From an optimization exercise on the open Yosys and OpenROAD flow, aimed at small area; shortcuts taken in it are not production practice. The RTL was checked by simulation tests, not by an equivalence proof against the original design. Power is estimated from default activity; no workload was simulated.

### flow/area.abc
&get -n
&st
&synch2
&nf -R 1000
&st
&synch2
&nf -R 1000
&put
### config.mk
export PLATFORM = sky130hd
export DESIGN_NAME = xor_table_lookup_reader
export DESIGN_NICKNAME = xor_table_lookup_reader
export VERILOG_FILES = /design/flow/design.v
export SDC_FILE = /design/flow/constraint.sdc
export NUM_CORES = 4
export LEC_CHECK = 0
export CAP_MARGIN = 0
export CELL_PAD_IN_SITES_DETAIL_PLACEMENT = 1
export CELL_PAD_IN_SITES_GLOBAL_PLACEMENT = 1
export CORE_AREA = 8 8 282 282
export CTS_BUF_LIST = sky130_fd_sc_hd__clkbuf_8
export CTS_CLUSTER_DIAMETER = 60
export CTS_CLUSTER_SIZE = 30
export DIE_AREA = 0 0 290 290
export SLEW_MARGIN = 0
export SYNTH_HIERARCHICAL = 1
export SYNTH_MINIMUM_KEEP_SIZE = 0
### standard.sh
#!/bin/bash
# synth_recipe.tcl (not shown) runs the flow's synth.tcl, then flattens the netlist and writes it again
# the make line also repeats each setting of config.mk as NAME=value (left out here)
make -C /OpenROAD-flow-scripts/flow DESIGN_CONFIG=/design/flow/config.mk WORK_HOME=/design/flow/orfs CLKGATE_MAP_FILE= SYNTH_SCRIPT=/design/flow/synth_recipe.tcl "${@:-finish}"
### constraint.sdc
create_clock -name core_clock -period 7.0 [get_ports {clk}]
set_input_delay 1.4000 -clock core_clock [delete_from_list [all_inputs] [get_ports {clk}]]
set_output_delay 1.4000 -clock core_clock [all_outputs]
set_load 0.01 [all_outputs]
### design.v
module xlr_inv #(
    parameter int W = 12
) (
    input  logic [W-1:0] din,
    output logic [W-1:0] dout
);
    assign dout = ~din;
endmodule
module xlr_match #(
    parameter int NUM_WR      = 8,
    parameter int INDEX_WIDTH = 12
) (
    input  logic [NUM_WR-1:0]             wr_valid,
    input  logic [NUM_WR*INDEX_WIDTH-1:0] wr_index,
    input  logic [NUM_WR*INDEX_WIDTH-1:0] wr_index_n,
    input  logic [INDEX_WIDTH-1:0]        idx,
    input  logic [INDEX_WIDTH-1:0]        idx_n,
    output logic [NUM_WR-1:0]             match
);
    always_comb begin
        for (int j = 0; j < NUM_WR; j++) begin
            match[j] = wr_valid[j];
            for (int b = 0; b < INDEX_WIDTH; b++) begin
                match[j] = match[j] &
                    ~((wr_index[j*INDEX_WIDTH + b] | idx[b]) & (wr_index_n[j*INDEX_WIDTH + b] | idx_n[b]));
            end
        end
    end
endmodule
module xlr_prio #(
    parameter int N = 8
) (
    input  logic [N-1:0] req,
    output logic [N-1:0] pick
);
    always_comb begin
        for (int j = 0; j < N; j++) begin
            pick[j] = req[j];
            for (int i = j + 1; i < N; i++) begin
                if (req[i]) pick[j] = 1'b0;
            end
        end
    end
endmodule
module xlr_aoi3 #(
    parameter int W = 64
) (
    input  logic [2:0]     pick,
    input  logic [3*W-1:0] din,
    output logic [W-1:0]   dout_n
);
    always_comb begin
        for (int b = 0; b < W; b++) begin
            dout_n[b] = ~((pick[0] & din[b]) | (pick[1] & din[W+b]) | (pick[2] & din[2*W+b]));
        end
    end
endmodule
module xlr_aoi2 #(
    parameter int W = 64
) (
    input  logic [1:0]     pick,
    input  logic [2*W-1:0] din,
    output logic [W-1:0]   dout_n
);
    always_comb begin
        for (int b = 0; b < W; b++) begin
            dout_n[b] = ~((pick[0] & din[b]) | (pick[1] & din[W+b]));
        end
    end
endmodule
module xlr_aoi1 #(
    parameter int W = 64
) (
    input  logic           pick,
    input  logic [W-1:0]   din,
    output logic [W-1:0]   dout_n
);
    assign dout_n = ~({W{pick}} & din);
endmodule
module xlr_nand #(
    parameter int G = 3,
    parameter int W = 64
) (
    input  logic [G*W-1:0] din,
    output logic [W-1:0]   dout
);
    always_comb begin
        for (int b = 0; b < W; b++) begin
            dout[b] = 1'b1;
            for (int g = 0; g < G; g++) begin
                dout[b] = dout[b] & din[g*W+b];
            end
            dout[b] = ~dout[b];
        end
    end
endmodule
module xlr_andor_grp #(
    parameter int N = 8,
    parameter int W = 64,
    parameter int G = (N + 2) / 3
) (
    input  logic [N-1:0]   pick,
    input  logic [N*W-1:0] din,
    output logic [G*W-1:0] grp_n
);
    for (genvar g = 0; g < G; g++) begin : g_grp
        localparam int LO = 3 * g;
        localparam int SZ = (N - LO >= 3) ? 3 : (N - LO);
        if (SZ == 3) begin : g3
            xlr_aoi3 #(.W(W)) u (.pick(pick[LO +: 3]), .din(din[LO*W +: 3*W]), .dout_n(grp_n[g*W +: W]));
        end else if (SZ == 2) begin : g2
            xlr_aoi2 #(.W(W)) u (.pick(pick[LO +: 2]), .din(din[LO*W +: 2*W]), .dout_n(grp_n[g*W +: W]));
        end else begin : g1
            xlr_aoi1 #(.W(W)) u (.pick(pick[LO]), .din(din[LO*W +: W]), .dout_n(grp_n[g*W +: W]));
        end
    end
endmodule
module xlr_andor #(
    parameter int N = 8,
    parameter int W = 64
) (
    input  logic [N-1:0]   pick,
    input  logic [N*W-1:0] din,
    output logic [W-1:0]   dout
);
    localparam int G = (N + 2) / 3;
    logic [G*W-1:0] grp_n;
    xlr_andor_grp #(.N(N), .W(W)) u_grp (.pick(pick), .din(din), .grp_n(grp_n));
    xlr_nand #(.G(G), .W(W)) u_join (.din(grp_n), .dout(dout));
endmodule
module xlr_xor #(
    parameter int N = 8,
    parameter int W = 64,
    parameter int S = 64
) (
    input  logic [N*S-1:0] din,
    output logic [W-1:0]   dout
);
    always_comb begin
        dout = '0;
        for (int j = 0; j < N; j++) begin
            dout ^= din[j*S +: W];
        end
    end
endmodule
module xor_table_lookup_reader #(
    parameter int NUM_WR      = 8,
    parameter int INDEX_WIDTH = 12,
    parameter int VALUE_WIDTH = 31,
    parameter int KEY_WIDTH   = 32,
    parameter int DATA_WIDTH  = 64,
    parameter int RD_LATENCY  = 2
) (
    input  logic                          clk,
    input  logic                          reset,
    input  logic                          en_in,
    input  logic [1:0]                    opt_in,
    input  logic [INDEX_WIDTH-1:0]        index_in,
    input  logic [KEY_WIDTH-1:0]          key_in,
    output logic                          rd_en,
    output logic [INDEX_WIDTH-1:0]        rd_addr,
    input  logic [NUM_WR*DATA_WIDTH-1:0]  rd_bank_data,
    input  logic [NUM_WR-1:0]             wr_snoop_valid,
    input  logic [NUM_WR*INDEX_WIDTH-1:0] wr_snoop_index,
    input  logic [NUM_WR*DATA_WIDTH-1:0]  wr_snoop_entry,
    output logic                          out_valid,
    output logic                          out_hit,
    output logic [VALUE_WIDTH-1:0]        out_value,
    output logic [KEY_WIDTH-1:0]          out_key,
    output logic [INDEX_WIDTH-1:0]        out_index
);
    localparam int VALID_BIT = KEY_WIDTH + VALUE_WIDTH;
    localparam int ENTRY_W   = VALID_BIT + 1;
    localparam int DEPTH     = RD_LATENCY + 1;
    localparam int KV_W      = KEY_WIDTH + 1;       
    logic [DEPTH-1:0]       pipe_valid;
    logic [KEY_WIDTH-1:0]   pipe_key   [DEPTH];
    logic [INDEX_WIDTH-1:0] pipe_index [DEPTH];
    logic                   st_fwd     [DEPTH];
    logic                   st_hit     [DEPTH];
    logic [VALUE_WIDTH-1:0] st_value   [DEPTH];
    logic [NUM_WR*KV_W-1:0]        snoop_kv;
    logic [NUM_WR*VALUE_WIDTH-1:0] snoop_val;
    logic [ENTRY_W-1:0]            raw;
    logic [NUM_WR-1:0]             match      [DEPTH];
    logic [KV_W-1:0]               sel_kv     [DEPTH];
    logic [VALUE_WIDTH-1:0]        sel_val    [DEPTH-1];     
    logic                          sel_hit    [DEPTH];
    logic                          any        [DEPTH];
    logic                          pick_st;
    localparam int G2 = (NUM_WR + 4) / 3;           
    logic [G2*VALUE_WIDTH-1:0]     val2_grp_n;
    logic                          fin_hit;
    logic [VALUE_WIDTH-1:0]        fin_value;
    logic                          accept;
    assign accept = en_in && (opt_in == 2'b00);
    assign rd_en   = pipe_valid[0];
    assign rd_addr = pipe_index[0];
    always_comb begin
        for (int j = 0; j < NUM_WR; j++) begin
            snoop_kv[j*KV_W +: KV_W] =
                {wr_snoop_entry[j*DATA_WIDTH + VALID_BIT], wr_snoop_entry[j*DATA_WIDTH +: KEY_WIDTH]};
            snoop_val[j*VALUE_WIDTH +: VALUE_WIDTH] = wr_snoop_entry[j*DATA_WIDTH + KEY_WIDTH +: VALUE_WIDTH];
        end
    end
    xlr_xor #(.N(NUM_WR), .W(ENTRY_W), .S(DATA_WIDTH)) u_raw (.din(rd_bank_data), .dout(raw));
    logic [NUM_WR*INDEX_WIDTH-1:0] wr_snoop_index_n;
    xlr_inv #(.W(NUM_WR*INDEX_WIDTH)) u_wr_index_n (.din(wr_snoop_index), .dout(wr_snoop_index_n));
    for (genvar k = 0; k < DEPTH; k++) begin : g_match
        logic [INDEX_WIDTH-1:0] idx_n;
        xlr_inv #(.W(INDEX_WIDTH)) u_idx_n (.din(pipe_index[k]), .dout(idx_n));
        xlr_match #(.NUM_WR(NUM_WR), .INDEX_WIDTH(INDEX_WIDTH)) u_match (
            .wr_valid(wr_snoop_valid), .wr_index(wr_snoop_index), .wr_index_n(wr_snoop_index_n),
            .idx(pipe_index[k]), .idx_n(idx_n), .match(match[k])
        );
        assign any[k] = |match[k];
        assign sel_hit[k] = sel_kv[k][KEY_WIDTH] && (sel_kv[k][KEY_WIDTH-1:0] == pipe_key[k]);
    end
    if (1) begin : g_s0
        logic [NUM_WR-1:0] pick;
        xlr_prio  #(.N(NUM_WR)) u_prio (.req(match[0]), .pick(pick));
        xlr_andor #(.N(NUM_WR), .W(KV_W)) u_kv (.pick(pick), .din(snoop_kv), .dout(sel_kv[0]));
        xlr_andor #(.N(NUM_WR), .W(VALUE_WIDTH)) u_val (.pick(pick), .din(snoop_val), .dout(sel_val[0]));
    end
    if (1) begin : g_s1
        logic [NUM_WR:0] pick;
        xlr_prio  #(.N(NUM_WR+1)) u_prio (.req({match[1], 1'b1}), .pick(pick));
        xlr_andor #(.N(NUM_WR), .W(KV_W)) u_kv (.pick(pick[NUM_WR:1]), .din(snoop_kv), .dout(sel_kv[1]));
        xlr_andor #(.N(NUM_WR+1), .W(VALUE_WIDTH)) u_val (
            .pick(pick), .din({snoop_val, st_value[1]}), .dout(sel_val[1])
        );
    end
    if (1) begin : g_s2
        logic [NUM_WR+1:0] pick;
        xlr_prio  #(.N(NUM_WR+2)) u_prio (.req({match[2], st_fwd[2], 1'b1}), .pick(pick));
        xlr_andor #(.N(NUM_WR+1), .W(KV_W)) u_kv (
            .pick({pick[NUM_WR+1:2], pick[0]}),
            .din({snoop_kv, raw[VALID_BIT], raw[KEY_WIDTH-1:0]}), .dout(sel_kv[2])
        );
        xlr_andor_grp #(.N(NUM_WR+2), .W(VALUE_WIDTH)) u_val (
            .pick(pick), .din({snoop_val, st_value[2], raw[KEY_WIDTH +: VALUE_WIDTH]}), .grp_n(val2_grp_n)
        );
        assign pick_st = pick[1];
    end
    assign fin_hit = sel_hit[2] || (pick_st && st_hit[2]);
    always_comb begin
        for (int b = 0; b < VALUE_WIDTH; b++) begin
            fin_value[b] = 1'b1;
            for (int g = 0; g < G2; g++) begin
                fin_value[b] = fin_value[b] & val2_grp_n[g*VALUE_WIDTH + b];
            end
            fin_value[b] = fin_hit & ~fin_value[b];
        end
    end
    always_ff @(posedge clk) begin
        if (reset) begin
            pipe_valid <= '0;
            out_valid  <= 1'b0;
        end else begin
            pipe_valid <= {pipe_valid[DEPTH-2:0], accept};
            out_valid  <= pipe_valid[DEPTH-1];
        end
    end
    always_ff @(posedge clk) begin
        pipe_key[0]   <= key_in;
        pipe_index[0] <= index_in;
        for (int k = 1; k < DEPTH; k++) begin
            pipe_key[k]   <= pipe_key[k-1];
            pipe_index[k] <= pipe_index[k-1];
        end
        st_fwd[1]   <= any[0];
        st_hit[1]   <= sel_hit[0];
        st_value[1] <= sel_val[0];
        st_fwd[2]   <= any[1] || st_fwd[1];
        st_hit[2]   <= sel_hit[1] || (!any[1] && st_hit[1]);
        st_value[2] <= sel_val[1];
        out_hit     <= fin_hit;
        out_value   <= fin_value;
        out_key     <= pipe_key[DEPTH-1];
        out_index   <= pipe_index[DEPTH-1];
    end
endmodule
### flow/run.sh
#!/bin/bash
# The standard layout, with these changes:
# - synthesis is synth_recipe.tcl unchanged except that ABC maps with flow/area.abc;
# - port buffers use the smallest buffer cell;
# - pins may sit on every routing track along the die edge (a smaller die fits them);
# - clock tree synthesis adds no dummy loads and no wide-spacing rule on the clock net
#   (whose pin sits between tightly packed signal pins).
set -euo pipefail
export FLOW_FLOW_DIR="$PWD/flow"
{ head -n 1 synth_recipe.tcl; cat flow/abc_override.tcl; tail -n +2 synth_recipe.tcl; } > area_synth.tcl
bash standard.sh \
  "SYNTH_SCRIPT=$PWD/area_synth.tcl" \
  "BUFFER_PORTS_ARGS=-buffer_cell sky130_fd_sc_hd__buf_1" \
  "PLACE_PINS_ARGS=-min_distance 1 -min_distance_in_tracks" \
  "CTS_ARGS=-sink_clustering_enable -repair_clock_nets -dont_use_dummy_load -apply_ndr none -sink_clustering_size 30 -sink_clustering_max_diameter 60 -buf_list sky130_fd_sc_hd__clkbuf_8" \
  finish > standard_flow.log 2>&1
### flow/abc_override.tcl
# Map combinational logic with flow/area.abc (area-recovering mapping without the
# speed script's buffering and sizing); the flow's own repair fixes slew and timing.
proc abc {args} {
  set i [lsearch -exact $args -script]
  if { $i >= 0 } {
    lset args [expr { $i + 1 }] $::env(FLOW_FLOW_DIR)/area.abc
  }
  yosys abc {*}$args
}
==> results of run 1 <==
[sequential cells by signal (all words and copies together) (netlist names)]
signal and flops:
st_fwd 2, out_hit 1, out_index 12, pipe_index 36, pipe_key 96, st_hit 2, st_value 62, pipe_valid 3
out_value 31, out_valid 1, out_key 32
[stage by stage]
step / std cells / utilization / instance area [um^2] / hold WS, ns / total power [uW]
after floorplan: 2249 / - / 20600 / 0.349 / 2450
after CTS: 4604 / 0.376 / 28000 / 0.328 / 4360
final: 4719 / 0.380 / 28300 / 0.333 / 4370
after detailed placement: 4564 / 0.369 / 27400 / 0.355 / 3160
after global routing: 4689 / 0.379 / 28200 / 0.325 / 4520
after global placement: 4564 / 0.369 / 27400 / 0.352 / 3140
[worst max-delay path by stage]
stage	endpoint	slack [ns]	depth (start not counted)
floorplan	out_hit	0.09	14
global placement	out_value[26]	0.40	20
detailed placement	out_value[13]	0.28	20
CTS	out_value[13]	0.81	19
global route	out_value[27]	0.49	20
finish	out_value[13]	0.66	19
[per-layer routing]
layer	share of wire	routed length (um)	up-vias
met1	0.36	64800	15400
met5	0.0020	365	-
met4	0.073	13100	56
met3	0.14	24600	671
met2	0.42	75800	3105
li1	-	-	12800
[logic make-up after synthesis]
family	Yosys count	share of synthesized area
simple gates	388	0.101
xor+xnor	544	0.232
flops	278	0.271
other cells	1	0.000183
compound gates	897	0.370
buf+inv	140	0.0261
[power by group]
| group | leakage [uW] | total, uW | switching [uW] | internal [uW] |
|---|---|---|---|---|
| clock | 0.000288 | 1200 | 700 | 504 |
| sequential | 0.00231 | 1710 | 74.7 | 1640 |
| combinational | 0.00587 | 1460 | 828 | 629 |
| total | 0.00847 | 4370 | 1600 | 2770 |
[cell usage in the layout (no fill, tap or decap)]
cell                       count
sky130_fd_sc_hd__nor2b_1       3
sky130_fd_sc_hd__nor2_1        2
sky130_fd_sc_hd__conb_1        2
sky130_fd_sc_hd__a22oi_1      97
sky130_fd_sc_hd__nor4_2        3
sky130_fd_sc_hd__nor4_4        1
sky130_fd_sc_hd__nor4b_1       1
sky130_fd_sc_hd__o22ai_1     288
sky130_fd_sc_hd__nor4_1       35
sky130_fd_sc_hd__clkbuf_8     40
sky130_fd_sc_hd__or4_1         3
sky130_fd_sc_hd__buf_12        5
sky130_fd_sc_hd__nor2_4        4
sky130_fd_sc_hd__clkinv_1    137
sky130_fd_sc_hd__nand2b_1      1
sky130_fd_sc_hd__or3_1         1
sky130_fd_sc_hd__nor2b_4       3
sky130_fd_sc_hd__diode_2     115
sky130_fd_sc_hd__a21oi_4       1
sky130_fd_sc_hd__and3_4        1
sky130_fd_sc_hd__buf_4        78
sky130_fd_sc_hd__dfxtp_1     278
sky130_fd_sc_hd__xnor2_1     457
sky130_fd_sc_hd__nand3_1     189
sky130_fd_sc_hd__nor3b_2       3
sky130_fd_sc_hd__nand3b_1      1
sky130_fd_sc_hd__xor2_1       87
sky130_fd_sc_hd__nor4b_2       1
sky130_fd_sc_hd__nor4b_4       6
sky130_fd_sc_hd__o21ai_0       1
sky130_fd_sc_hd__nor3b_4       4
sky130_fd_sc_hd__buf_1      1266
sky130_fd_sc_hd__nand2_1      57
sky130_fd_sc_hd__a222oi_1    479
sky130_fd_sc_hd__a41oi_1      31
sky130_fd_sc_hd__and2_4        1
sky130_fd_sc_hd__nor3_1        1
sky130_fd_sc_hd__nand4_1      67
[final cells by class]
type / count / area, um^2
antenna: 115 / 288
clock buffer: 40 / 551
fill: 9426 / 46200
inverter: 137 / 514
multi-input combinational: 1831 / 14700
sequential: 278 / 5570
tap: 969 / 1210
timing repair buffer: 1349 / 5440
[synthesized netlist by cell type]
library cell	n	area share
sky130_fd_sc_hd__and2_0	1	0.00030
sky130_fd_sc_hd__nand3_1	189	0.046
sky130_fd_sc_hd__o22ai_1	288	0.088
sky130_fd_sc_hd__nor2_1	6	0.0011
sky130_fd_sc_hd__nand4_1	67	0.020
sky130_fd_sc_hd__xnor2_1	457	0.19
sky130_fd_sc_hd__clkinv_1	137	0.025
sky130_fd_sc_hd__nand2_1	57	0.010
sky130_fd_sc_hd__nor4_1	39	0.012
sky130_fd_sc_hd__nor3b_1	7	0.0026
sky130_fd_sc_hd__nor4b_1	8	0.0034
sky130_fd_sc_hd__or3_1	1	0.00030
sky130_fd_sc_hd__and3_1	1	0.00030
sky130_fd_sc_hd__nand2b_1	1	0.00030
sky130_fd_sc_hd__or4_1	3	0.0011
sky130_fd_sc_hd__nor2b_1	6	0.0018
sky130_fd_sc_hd__dfxtp_1	278	0.27
sky130_fd_sc_hd__nor3_1	1	0.00024
sky130_fd_sc_hd__o21ai_0	1	0.00024
sky130_fd_sc_hd__a222oi_1	479	0.23
sky130_fd_sc_hd__a21oi_1	1	0.00024
sky130_fd_sc_hd__conb_1	1	0.00018
sky130_fd_sc_hd__xor2_1	87	0.037
sky130_fd_sc_hd__a22oi_1	97	0.035
sky130_fd_sc_hd__buf_4	3	0.0011
sky130_fd_sc_hd__a41oi_1	31	0.013
sky130_fd_sc_hd__nand3b_1	1	0.00037
==> impl_summary.txt, run 1 <==
----------------------------------------------------
[Die]
  Area of the core ... 0.0744 mm^2
  Initial standard-cell utilization of the core ... 0.276
  Number of primary I/O pins ... 1267
  Die outline area ... 0.0841 mm^2
  Die width ... 290 um
  Count of standard-cell rows ... 100
  Chip height ... 290 um

[Route]
  DRC violation count after routing ... 0
  Via count normalized by instance count ... 6.78
  Detailed-routing iteration count for the pre-antenna-repair pass ... 11
  Violation count after the first detailed-routing iteration ... 6850
  Detail-routed net length per standard cell ... 37.9 um
  ANT nets after route ... 0
  Overall routed net length ... 179000 um
  Routed via count ... 32000

[Global route]
  Fraction of met1 tracks used by global routing ... 0.461
  Pin count of the biggest net entering global routing ... 56
  Overall fraction of global-route tracks in use ... 0.391
  GR Util met3 ... 0.152
  Total grt overflow ... 0
  Global-route track usage on met2 ... 0.591
  First-pass GRT wire length ... 246000 um
  Number of global-route vias before repair ... 32000
  Most crowded layer after global routing ... met2
  Number of antenna violations at the first check in global routing ... 147

[STA]
  Smallest setup slack after layout ... 0.658 ns
  Final setup fails ... 0
  Setup repair after global routing missed its margin ... false
  Maximum frequency from static timing analysis ... 0.158 GHz
  Endpoints failing hold ... 0
  Portion of the clock cycle consumed by the worst path in the final layout ... 0.906
  Final count of pins violating max slew ... 0
  Period minus WS final ... 6.34 ns
  Transition time of the tightest slew-check pin ... 1.10 ns
  Max-slew headroom at the worst pin ... 0.257
  Worst setup skew after layout ... 0.0841 ns
  Sum of negative setup slack ... 0 ns

[Critical path]
  Endpoint arrival time on the critical path ... 6.92 ns
  R2R depth ... 19
  Worst flop-to-flop path endpoint ... out_value[13]
  Crit-path leading delay family ... simple AND/OR/NAND/NOR gates
  Cell-by-cell trace of the critical path ... clkinv_1 > o22ai_1 > nand4_1 > nor4_1 > or4_1 > nor2_1 > nand2_1 > nor4b_4 > buf_4 > a222oi_1 > nand3_1 > xnor2_1 > nand4_1 > nor4_1 > nand4_1 > nor4_1 > a21oi_4 > buf_4 > a41oi_1
  CP Data Required Time ... 7.57 ns
  Worst Setup SP ... pipe_index[2][11]
  Cell at the slowest stage of the critical path ... sky130_fd_sc_hd__nor4_1
  Reg-to-reg critical path startpoint ... pipe_index[2][11]
  Class of the most critical setup path ... reg2reg
  Kind of start point of the critical path ... flop
  Worst path bufs/invs ... 3
  Largest fanout on the critical path ... 32
  Register-to-register setup slack ... 0.66 ns
  Largest incremental delay on the critical path ... 0.89 ns
  CP Capture Type ... flop

[Pwr]
  Leakage power of the design ... 0.00847 uW
  Peak supply drop ... 0.101 mV
  Pwr/cell area ... 155 mW/mm^2

[Logic synthesis]
  Synth Register Bits ... 278
  Syn Inst Count ... 2248
  Mapped Area ... 0.0205 mm^2
  Sequential share of the synthesized area ... 0.271
  Total number of yosys warnings ... 35
  Number of different library cells in the post-synthesis netlist ... 27
  Avg Cell Area, Syn ... 9.14 um^2

[Min path]
  Terminating pin of the worst hold path ... pipe_key[1][20]
  Hold Crit Start ... pipe_key[0][20]
  Hold path depth ... 0
  Hold Path Class ... reg2reg

[Clocking]
  Clock tree from TritonCTS ... yes
  Number of H-tree levels ... 2
  Number of CTS-inserted buffers ... 40
  Clk Latency, worst-skew pair ... 0.68 ns
  Master cell of the clock root buffer ... sky130_fd_sc_hd__clkbuf_8
  Deepest clock path buffer count ... 3
  Count of buffers added by post-CTS timing repair for setup ... 0
  Sink count of the clock tree ... 278
  Quantity of hold-fixing buffers added after cts ... 0
  Reg clk slew, reported paths ... 0.08 ns
  Cells resized by post-CTS repair ... 0

[Cells and area]
  Share of final-layout standard cells stronger than drive strength 1 ... 0.0415
  Number of nets in the layout ... 4814
  Area grow syn2layout ... 37.6%

[Placement]
  Total of buffers placed on input and output ports ... 1266
  Gpl congestion ... 1.06
  HPWL Detailed ... 135000 um
  Worst slack, placed ... 0.283 ns

[Flow run]
  Max-Cap Viols ... 0

[Run status]
  Result of the run ... timing/DRC/antenna clean

----------------------------------------------------
==> inputs of run 2 (changes only) <==
--- a/flow/run.sh
+++ b/flow/run.sh
@@ -12,5 +12,5 @@
   "SYNTH_SCRIPT=$PWD/area_synth.tcl" \
   "BUFFER_PORTS_ARGS=-buffer_cell sky130_fd_sc_hd__buf_1" \
   "PLACE_PINS_ARGS=-min_distance 1 -min_distance_in_tracks" \
-  "CTS_ARGS=-sink_clustering_enable -repair_clock_nets -dont_use_dummy_load -apply_ndr none -sink_clustering_size 30 -sink_clustering_max_diameter 60 -buf_list sky130_fd_sc_hd__clkbuf_8" \
+  "CTS_ARGS=-sink_clustering_enable -repair_clock_nets -dont_use_dummy_load -apply_ndr none -sink_clustering_size 16 -sink_clustering_max_diameter 60 -buf_list sky130_fd_sc_hd__clkbuf_8" \
   finish > standard_flow.log 2>&1
--- a/config.mk
+++ b/config.mk
@@ -8,11 +8,12 @@
 export CAP_MARGIN = 0
 export CELL_PAD_IN_SITES_DETAIL_PLACEMENT = 1
 export CELL_PAD_IN_SITES_GLOBAL_PLACEMENT = 1
-export CORE_AREA = 8 8 282 282
+export CORE_AREA = 8 8 252 252
 export CTS_BUF_LIST = sky130_fd_sc_hd__clkbuf_8
 export CTS_CLUSTER_DIAMETER = 60
-export CTS_CLUSTER_SIZE = 30
-export DIE_AREA = 0 0 290 290
+export CTS_CLUSTER_SIZE = 16
+export DIE_AREA = 0 0 260 260
+export PLACE_DENSITY = 0.7
 export SLEW_MARGIN = 0
 export SYNTH_HIERARCHICAL = 1
 export SYNTH_MINIMUM_KEEP_SIZE = 0
==> impl_summary.txt, run 2 <==
----------------------------------------------------
[Run status]
  Result of the run ... timing/DRC/antenna clean

[STA]
  Final setup fails ... 0
  Sum of negative setup slack ... 0 ns
  Smallest setup slack after layout ... 0.958 ns
  Worst setup skew after layout ... 0.0767 ns
  Period minus WS final ... 6.04 ns
  Setup repair after global routing missed its margin ... false
  Max-slew headroom at the worst pin ... 0.209
  Final count of pins violating max slew ... 0
  Endpoints failing hold ... 0
  Maximum frequency from static timing analysis ... 0.166 GHz
  Portion of the clock cycle consumed by the worst path in the final layout ... 0.863
  Transition time of the tightest slew-check pin ... 1.19 ns

[Clocking]
  Sink count of the clock tree ... 278
  Clock tree from TritonCTS ... yes
  Quantity of hold-fixing buffers added after cts ... 0
  Clk Latency, worst-skew pair ... 0.66 ns
  Reg clk slew, reported paths ... 0.11 ns
  Deepest clock path buffer count ... 3
  Master cell of the clock root buffer ... sky130_fd_sc_hd__clkbuf_8
  Count of buffers added by post-CTS timing repair for setup ... 0
  Number of CTS-inserted buffers ... 38
  Cells resized by post-CTS repair ... 0
  Number of H-tree levels ... 2

[Placement]
  Gpl congestion ... 1.09
  HPWL Detailed ... 127000 um
  Placed inst area ... 0.0270 mm^2
  Total of buffers placed on input and output ports ... 1266
  Worst slack, placed ... 0.748 ns
  Inst Count DP ... 4347

[Cells and area]
  Registers with the highest flip-flop counts ... pipe_key (96), st_value (62), pipe_index (36)
  Most frequent standard cell in the layout excluding fill and tap cells ... sky130_fd_sc_hd__buf_1
  Share of final-layout standard cells stronger than drive strength 1 ... 0.0354
  Most used cells in the layout excluding fill and tap cells ... sky130_fd_sc_hd__buf_1 (1266), sky130_fd_sc_hd__a222oi_1 (479), sky130_fd_sc_hd__xnor2_1 (457), sky130_fd_sc_hd__o22ai_1 (288), sky130_fd_sc_hd__dfxtp_1 (278)
  Number of nets in the layout ... 4791
  Area grow syn2layout ... 36.0%
  Non-filler instance count after layout ... 4552
  Finished layout cell area ... 0.0279 mm^2
  Number of flip-flops in the largest register ... 96
  Largest register by flop count ... pipe_key

[Logic synthesis]
  Total number of yosys warnings ... 35
  Most used flip-flop cell after synthesis ... sky130_fd_sc_hd__dfxtp_1
  Commonest cells post-synth ... sky130_fd_sc_hd__a222oi_1 (479), sky130_fd_sc_hd__xnor2_1 (457), sky130_fd_sc_hd__o22ai_1 (288)
  Count of flip-flops with a built-in enable after synthesis ... 0
  Portion of synthesized cell area occupied by the leading cell type ... 0.271
  Synth Register Bits ... 278
  Mapped Area ... 0.0205 mm^2
  Syn Inst Count ... 2248
  Leading cell type by number of instances after synthesis ... sky130_fd_sc_hd__a222oi_1
  Ranking of synthesized cells by area ... sky130_fd_sc_hd__dfxtp_1 (27%), sky130_fd_sc_hd__a222oi_1 (23%), sky130_fd_sc_hd__xnor2_1 (19%), sky130_fd_sc_hd__o22ai_1 (8.8%), sky130_fd_sc_hd__nand3_1 (4.6%)
  Avg Cell Area, Syn ... 9.14 um^2
  Leading area contributor after synthesis ... sky130_fd_sc_hd__dfxtp_1
  Number of different library cells in the post-synthesis netlist ... 27
  Share of synthesized registers carrying an async set or reset ... 0
  Sequential share of the synthesized area ... 0.271

[Global route]
  First-pass GRT wire length ... 237000 um
  Total grt overflow ... 0
  Number of global-route vias before repair ... 32500
  Number of antenna violations at the first check in global routing ... 168
  Pin count of the biggest net entering global routing ... 65
  Overall fraction of global-route tracks in use ... 0.471

[Critical path]
  CP Data Required Time ... 7.54 ns
  CP Capture Type ... flop
  Worst path bufs/invs ... 4
  Worst flop-to-flop path endpoint ... out_value[14]
  Largest fanout on the critical path ... 32
  Cell at the slowest stage of the critical path ... sky130_fd_sc_hd__dfxtp_1
  Cell-by-cell trace of the critical path ... clkinv_1 > o22ai_1 > nand4_1 > nor4_1 > buf_4 > or4_1 > nor2_1 > nand2_1 > nor4b_4 > buf_4 > a222oi_1 > nand3_1 > xnor2_1 > nand4_1 > nor4_1 > nand4_1 > nor4_1 > a21oi_4 > buf_4 > a41oi_1
  R2R depth ... 20
  Class of the most critical setup path ... reg2reg
  Register-to-register setup slack ... 0.96 ns
  Endpoint arrival time on the critical path ... 6.58 ns
  Crit-path leading delay family ... simple AND/OR/NAND/NOR gates
  Reg-to-reg critical path startpoint ... pipe_index[2][1]
  Largest incremental delay on the critical path ... 0.70 ns
  Kind of start point of the critical path ... flop

[Pwr]
  Peak supply drop ... 0.127 mV
  Pwr/cell area ... 155 mW/mm^2
  Leakage power of the design ... 0.00834 uW

[Die]
  Die width ... 260 um
  Count of standard-cell rows ... 89
  Chip height ... 260 um
  Area of the core ... 0.0589 mm^2
  Die outline area ... 0.0676 mm^2
  Number of primary I/O pins ... 1267
  Initial standard-cell utilization of the core ... 0.349

[Route]
  Violation count after the first detailed-routing iteration ... 7308
  Routed via count ... 32800
  DRC violation count after routing ... 0
  Detailed-routing iteration count for the pre-antenna-repair pass ... 14
  Detail-routed net length per standard cell ... 38.0 um
  ANT nets after route ... 0
  Via count normalized by instance count ... 7.20
  Overall routed net length ... 173000 um

[Min path]
  Hold path depth ... 0
  Hold Path Class ... reg2reg
  Terminating pin of the worst hold path ... pipe_key[2][23]
  Hold Crit Start ... pipe_key[1][23]

[Flow run]
  Max-Cap Viols ... 0

----------------------------------------------------
run 2: cell counts after synthesis:
Identical to the previous run, type by type.
run 2: logic make-up after synthesis:
logic type	synth area share
compound gates	0.370
flops	0.271
buf+inv	0.0261
xor+xnor	0.232
other cells	0.000183
simple gates	0.101
run 2: per-layer routing:
metal	track usage	part of all wire	up-vias
li1	-	-	12800
met1	0.525	0.32	15400
met2	0.687	0.41	3485
met3	0.211	0.16	964
met4	0.362	0.098	50
met5	0.0979	0.0025	-
run 2: final cells by class:
class | count | area, um^2
diodes | 167 | 418
fillers | 7552 | 31000
flip-flops and latches | 278 | 5570
clock buffers | 38 | 523
repair buffers | 1328 | 5240
multi-input cells | 1831 | 14700
well taps | 773 | 967
inverters | 137 | 514
run 2: per-stage QoR:
stage,hold slack [ns],util,total power [uW]
CTS,0.325,0.467,4270
floorplan,0.349,-,2450
detailed placement,0.356,0.458,3140
global placement,0.351,0.458,3110
global route,0.324,0.472,4450
finish,0.327,0.474,4340
run 2: how the worst max path moves through the flow:
stage,from,endpoint,cells after the start
2_1_floorplan,wr_snoop_index[51],out_hit,14
3_3_place_gp,wr_snoop_index[78],out_value[0],21
3_5_place_dp,wr_snoop_index[78],out_value[14],21
4_1_cts,pipe_index[2][1],out_value[14],20
5_1_grt,pipe_index[2][1],out_value[14],18
6_report,pipe_index[2][1],out_value[14],20
run 2: report_power, final:
group          internal, uW  switching [uW]
combinational           627             831
sequential             1640            81.4
clock                   481             682

-- static timing again, ports no longer ideal --
In the flow no input, the clock included, has a driving cell. The finished layouts below were timed again as built, in two steps.
Step 1 assumes that a clkbuf_16 drives the clock port and a buf_2 every other input.
Step 2 adds t to the input delays and takes it off the output delays; t is the mean of the earliest and latest rising clock arrival at the registers after step 1. Input paths then give back, and output paths get back, about the clock's delay inside the block.
a / b / c = ideal ports / drivers / drivers and shift; a / b = the first two.
| run | shift t [ns] | setup slack, ns | hold slack, ns |
|---|---|---|---|
| run 1 | 0.702 | 0.658 / 0.658 / 0.107 | 0.333 / 0.333 / 0.333 |
| run 2 | 0.713 | 0.958 / 0.958 / 0.514 | 0.327 / 0.327 / 0.327 |
After both steps every run listed still meets setup and hold. The setup slack of run 1, which loses most, moves by 0.000 ns with the drivers and by -0.551 ns with both steps.
